Source: an optimization exercise on an open RTL-to-GDS flow (aim: small area). Production flows keep margins and buffers that such runs may drop. RTL that was checked went through simulation tests only; none was proved equivalent to the original. Power figures rest on the tool's default switching activity, not on a simulated workload. The flow treats the clock pin as an ideal source, which a real chip does not have.

==> inputs of nickel <==
==> flow/design.v <==
module csr_regfile_hs #(
   parameter int unsigned              DATA_WIDTH  = 32,
   parameter int unsigned              ADDR_WIDTH  = 6,
   parameter int unsigned              DEPTH       = 48,
   parameter logic [DATA_WIDTH-1:0]    RESET_VALUE = 32'h5A5A_0F0F
) (
   input  logic                        clk,
   input  logic                        rst_n,
   input  logic [ADDR_WIDTH-1:0]       w_addr,
   input  logic [DATA_WIDTH-1:0]       wdata,
   input  logic [DATA_WIDTH/8-1:0]     wstrb,
   input  logic                        csr_write_enable,
   output logic                        w_err,
   input  logic [ADDR_WIDTH-1:0]       r_addr,
   input  logic                        csr_read_enable,
   output logic                        csr_read_ready,
   output logic [DATA_WIDTH-1:0]       rdata,
   output logic                        rvalid,
   input  logic                        rready,
   output logic                        r_err
);
   localparam int unsigned           NumBytes = DATA_WIDTH / 8;
   localparam logic [ADDR_WIDTH:0]   DepthW   = (ADDR_WIDTH + 1)'(DEPTH);
   typedef enum logic [0:0] {StIdle, StResp} state_e;
   state_e                  state_q;
   logic [DATA_WIDTH-1:0]   mem_q [DEPTH];
   logic [DATA_WIDTH-1:0]   mem_d [DEPTH];
   logic [DATA_WIDTH-1:0]   rd_word;
   logic                    w_in_range;
   logic                    r_in_range;
   logic                    accept;
   assign w_in_range     = ({1'b0, w_addr} < DepthW);
   assign r_in_range     = ({1'b0, r_addr} < DepthW);
   assign rvalid         = (state_q == StResp);
   assign csr_read_ready = (state_q == StIdle) | (rvalid & rready);
   assign accept         = csr_read_enable & csr_read_ready;
   always_comb begin
      for (int i = 0; i < DEPTH; i++) begin
         mem_d[i] = mem_q[i];
         if (csr_write_enable && (w_addr == i[ADDR_WIDTH-1:0])) begin
            for (int b = 0; b < NumBytes; b++) begin
               if (wstrb[b]) mem_d[i][8*b +: 8] = wdata[8*b +: 8];
            end
         end
      end
   end
   always_comb begin
      rd_word = '0;
      for (int i = 0; i < DEPTH; i++) begin
         if (r_addr == i[ADDR_WIDTH-1:0]) rd_word = mem_d[i];
      end
   end
   always_ff @(posedge clk) begin
      if (!rst_n) begin
         for (int i = 0; i < DEPTH; i++) mem_q[i] <= RESET_VALUE;
         state_q <= StIdle;
         rdata   <= '0;
         r_err   <= 1'b0;
         w_err   <= 1'b0;
      end else begin
         for (int i = 0; i < DEPTH; i++) mem_q[i] <= mem_d[i];
         w_err <= csr_write_enable & ~w_in_range;
         if (accept) begin
            state_q <= StResp;
            rdata   <= r_in_range ? rd_word : '0;
            r_err   <= ~r_in_range;
         end else if (state_q == StResp && rready) begin
            state_q <= StIdle;
         end
      end
   end
endmodule
==> flow/run.sh <==
#!/bin/bash
# synth_recipe.tcl (not shown) runs the flow's synth.tcl, then flattens the netlist and writes it again
# the make line also repeats each setting of config.mk as NAME=value (left out here)
make -C /OpenROAD-flow-scripts/flow DESIGN_CONFIG=/design/flow/config.mk WORK_HOME=/design/flow/orfs CLKGATE_MAP_FILE= SYNTH_SCRIPT=/design/flow/synth_recipe.tcl finish
==> flow/config.mk <==
export PLATFORM = sky130hd
export DESIGN_NAME = csr_regfile_hs
export DESIGN_NICKNAME = csr_regfile_hs
export VERILOG_FILES = /design/flow/design.v
export SDC_FILE = /design/flow/constraint.sdc
export NUM_CORES = 4
export LEC_CHECK = 0
export CAP_MARGIN = 20
export CORE_MARGIN = 2
export CORE_UTILIZATION = 40
export SLEW_MARGIN = 20
==> flow/constraint.sdc <==
create_clock -name core_clock -period 5.5 [get_ports {clk}]
set_input_delay 1.1000 -clock core_clock [delete_from_list [all_inputs] [get_ports {clk}]]
set_output_delay 1.1000 -clock core_clock [all_outputs]
set_load 0.01 [all_outputs]
==> pepper: changes against nickel <==
==> flow/design.v, changed modules only <==
module csr_regfile_hs #(
   parameter int unsigned              DATA_WIDTH  = 32,
   parameter int unsigned              ADDR_WIDTH  = 6,
   parameter int unsigned              DEPTH       = 48,
   parameter logic [DATA_WIDTH-1:0]    RESET_VALUE = 32'h5A5A_0F0F
) (
   input  logic                        clk,
   input  logic                        rst_n,
   input  logic [ADDR_WIDTH-1:0]       w_addr,
   input  logic [DATA_WIDTH-1:0]       wdata,
   input  logic [DATA_WIDTH/8-1:0]     wstrb,
   input  logic                        csr_write_enable,
   output logic                        w_err,
   input  logic [ADDR_WIDTH-1:0]       r_addr,
   input  logic                        csr_read_enable,
   output logic                        csr_read_ready,
   output logic [DATA_WIDTH-1:0]       rdata,
   output logic                        rvalid,
   input  logic                        rready,
   output logic                        r_err
);
   localparam int unsigned           NumBytes  = DATA_WIDTH / 8;
   localparam int unsigned           NumGroups = (DEPTH + 2) / 3;
   localparam logic [ADDR_WIDTH:0]   DepthW    = (ADDR_WIDTH + 1)'(DEPTH);
   logic                    state_q;
   logic [DATA_WIDTH-1:0]   mem_q [DEPTH];
   logic [DEPTH-1:0]        wsel;
   logic [DEPTH-1:0]        rsel;
   logic [DATA_WIDTH-1:0]   wcol;
   logic [NumGroups-1:0]    grp_n [DATA_WIDTH];
   logic [DATA_WIDTH-1:0]   rd_raw;
   logic [DATA_WIDTH-1:0]   rd_word;
   logic                    w_in_range;
   logic                    r_in_range;
   logic                    hit;
   logic                    accept;
   assign w_in_range     = ({1'b0, w_addr} < DepthW);
   assign r_in_range     = ({1'b0, r_addr} < DepthW);
   assign rvalid         = state_q;
   assign csr_read_ready = ~state_q | rready;
   assign accept         = csr_read_enable & csr_read_ready;
   always_comb begin
      for (int i = 0; i < DEPTH; i++) begin
         wsel[i] = csr_write_enable & (w_addr == i[ADDR_WIDTH-1:0]);
         rsel[i] = (r_addr == i[ADDR_WIDTH-1:0]);
      end
   end
   csr_regfile_hs_wdata #(
      .DATA_WIDTH  (DATA_WIDTH),
      .RESET_VALUE (RESET_VALUE)
   ) u_wdata (
      .rst_n (rst_n),
      .wdata (wdata),
      .wcol  (wcol)
   );
   always_ff @(posedge clk) begin
      for (int i = 0; i < DEPTH; i++) begin
         for (int b = 0; b < NumBytes; b++) begin
            if (!rst_n || (wsel[i] && wstrb[b])) mem_q[i][8*b +: 8] <= wcol[8*b +: 8];
         end
      end
   end
   for (genvar g = 0; g < NumGroups; g++) begin : g_grp
      for (genvar k = 0; k < DATA_WIDTH; k++) begin : g_bit
         logic [2:0] d, s;
         for (genvar j = 0; j < 3; j++) begin : g_in
            if (3*g + j < DEPTH) begin : g_used
               assign d[j] = mem_q[3*g+j][k];
               assign s[j] = rsel[3*g+j];
            end else begin : g_unused
               assign d[j] = 1'b0;
               assign s[j] = 1'b0;
            end
         end
         csr_regfile_hs_aoi222 u_aoi (.d(d), .s(s), .y_n(grp_n[k][g]));
      end
   end
   always_comb begin
      for (int k = 0; k < DATA_WIDTH; k++) rd_raw[k] = ~(&grp_n[k]);
      hit = csr_write_enable & r_in_range & (w_addr == r_addr);
      for (int b = 0; b < NumBytes; b++)
         rd_word[8*b +: 8] = (hit && wstrb[b]) ? wdata[8*b +: 8] : rd_raw[8*b +: 8];
   end
   always_ff @(posedge clk) begin
      if (!rst_n) begin
         state_q <= 1'b0;
         w_err   <= 1'b0;
      end else begin
         w_err <= csr_write_enable & ~w_in_range;
         if (accept)      state_q <= 1'b1;
         else if (rready) state_q <= 1'b0;
      end
   end
   always_ff @(posedge clk) begin
      if (accept) begin
         rdata <= rd_word;
         r_err <= ~r_in_range;
      end
   end
endmodule
module csr_regfile_hs_wdata #(
   parameter int unsigned              DATA_WIDTH  = 32,
   parameter logic [DATA_WIDTH-1:0]    RESET_VALUE = '0
) (
   input  logic                        rst_n,
   input  logic [DATA_WIDTH-1:0]       wdata,
   output logic [DATA_WIDTH-1:0]       wcol
);
   assign wcol = rst_n ? wdata : RESET_VALUE;
endmodule
module csr_regfile_hs_aoi222 (
   input  logic [2:0] d,
   input  logic [2:0] s,
   output logic       y_n
);
   assign y_n = ~|(d & s);
endmodule
==> flow/flow/run.sh (new file) <==
#!/bin/bash
# The standard layout (standard.sh) with three extra ORFS settings:
#  - port buffers use the smallest buffer cell,
#  - CTS inserts no dummy loads,
#  - after global routing, non-critical cells are downsized (RECOVER_POWER).
# make's full output goes to flow.log; each ORFS step logs under orfs/logs/.
set -euo pipefail
export BUFFER_PORTS_ARGS="-buffer_cell sky130_fd_sc_hd__buf_1"
export CTS_ARGS="-sink_clustering_enable -repair_clock_nets -sink_clustering_size 30 -sink_clustering_max_diameter 100 -dont_use_dummy_load"
export RECOVER_POWER=100
bash standard.sh > flow.log 2>&1
==> flow/standard.sh (new file) <==
#!/bin/bash
# synth_recipe.tcl (not shown) runs the flow's synth.tcl, then flattens the netlist and writes it again
# the make line also repeats each setting of config.mk as NAME=value (left out here)
make -C /OpenROAD-flow-scripts/flow DESIGN_CONFIG=/design/flow/config.mk WORK_HOME=/design/flow/orfs CLKGATE_MAP_FILE= SYNTH_SCRIPT=/design/flow/synth_recipe.tcl "${@:-finish}"
Settings changed: CAP_MARGIN 20 to 10, CORE_UTILIZATION 40 to 60, CTS_CLUSTER_DIAMETER set to 100, CTS_CLUSTER_SIZE set to 30, SETUP_SLACK_MARGIN set to 0.2, SLEW_MARGIN 20 to 10, SYNTH_HIERARCHICAL set to 1.
removed: flow/run.sh
==> notes <==
nickel finished clean. pepper completed and failed the layout checks on max-capacitance violations, max-slew violations. Against nickel, the synthesized cell count of pepper is smaller by about 64%. Against pepper, the total power of nickel is higher by about 17%. Between pepper and nickel, the lower register-to-register slack is in pepper (gap 0.80 ns). Flip-flop and latch count is the same in nickel and pepper.
==> figures <==
quantity	pepper	nickel
Power attributed to sequential cells	14.6 mW	11.5 mW
Final worst clock skew	0.03139 ns	0.03227 ns
Crit. path cell count	8	13
Storage element area	47160 um^2	31450 um^2
Met2 WL	76.08 mm	116.6 mm
Initial antenna violation count	33	18
Clock latency on the worst-skew pair	0.68 ns	0.82 ns
Number of detailed-route iterations in the first pass	14	7
Clock transition at the registers of the reported paths	0.11 ns	0.06 ns
Outcome	failed layout checks	finished clean
Reasons for failing layout checks	max-capacitance violations, max-slew violations	-
For nickel, only the layout was checked, not whether the RTL still works.

[afterwards: timing with drivers on the ports]
The flow's constraints put no driver on any port. The routed layouts listed below were extracted and timed again, unchanged, in two steps.
Step 1: set_driving_cell puts a clkbuf_16 on clk and a buf_2 on each other input, an assumption about the parent block.
Step 2 also shifts input and output timing later by t, the mid clock arrival at the registers, as if the neighbouring blocks saw the same clock.
Three values: no drivers, after step 1, after step 2; two values: the first two.
run | shift t [ns] | setup slack, ns | clock arrival spread, ns | worst register clock-pin slew, ns | cell pins on the clock port's net
nickel | 0.889 | 0.718 / 0.776 / -0.113 | 0.043 / 0.042 | 0.07 / 0.07 | 1
pepper | 0.750 | 0.590 / 0.627 / -0.123 | 0.056 / 0.056 | 0.12 / 0.12 | 1
For nickel, which loses most, drivers alone change the setup slack by +0.058 ns; drivers and shift together by -0.831 ns.
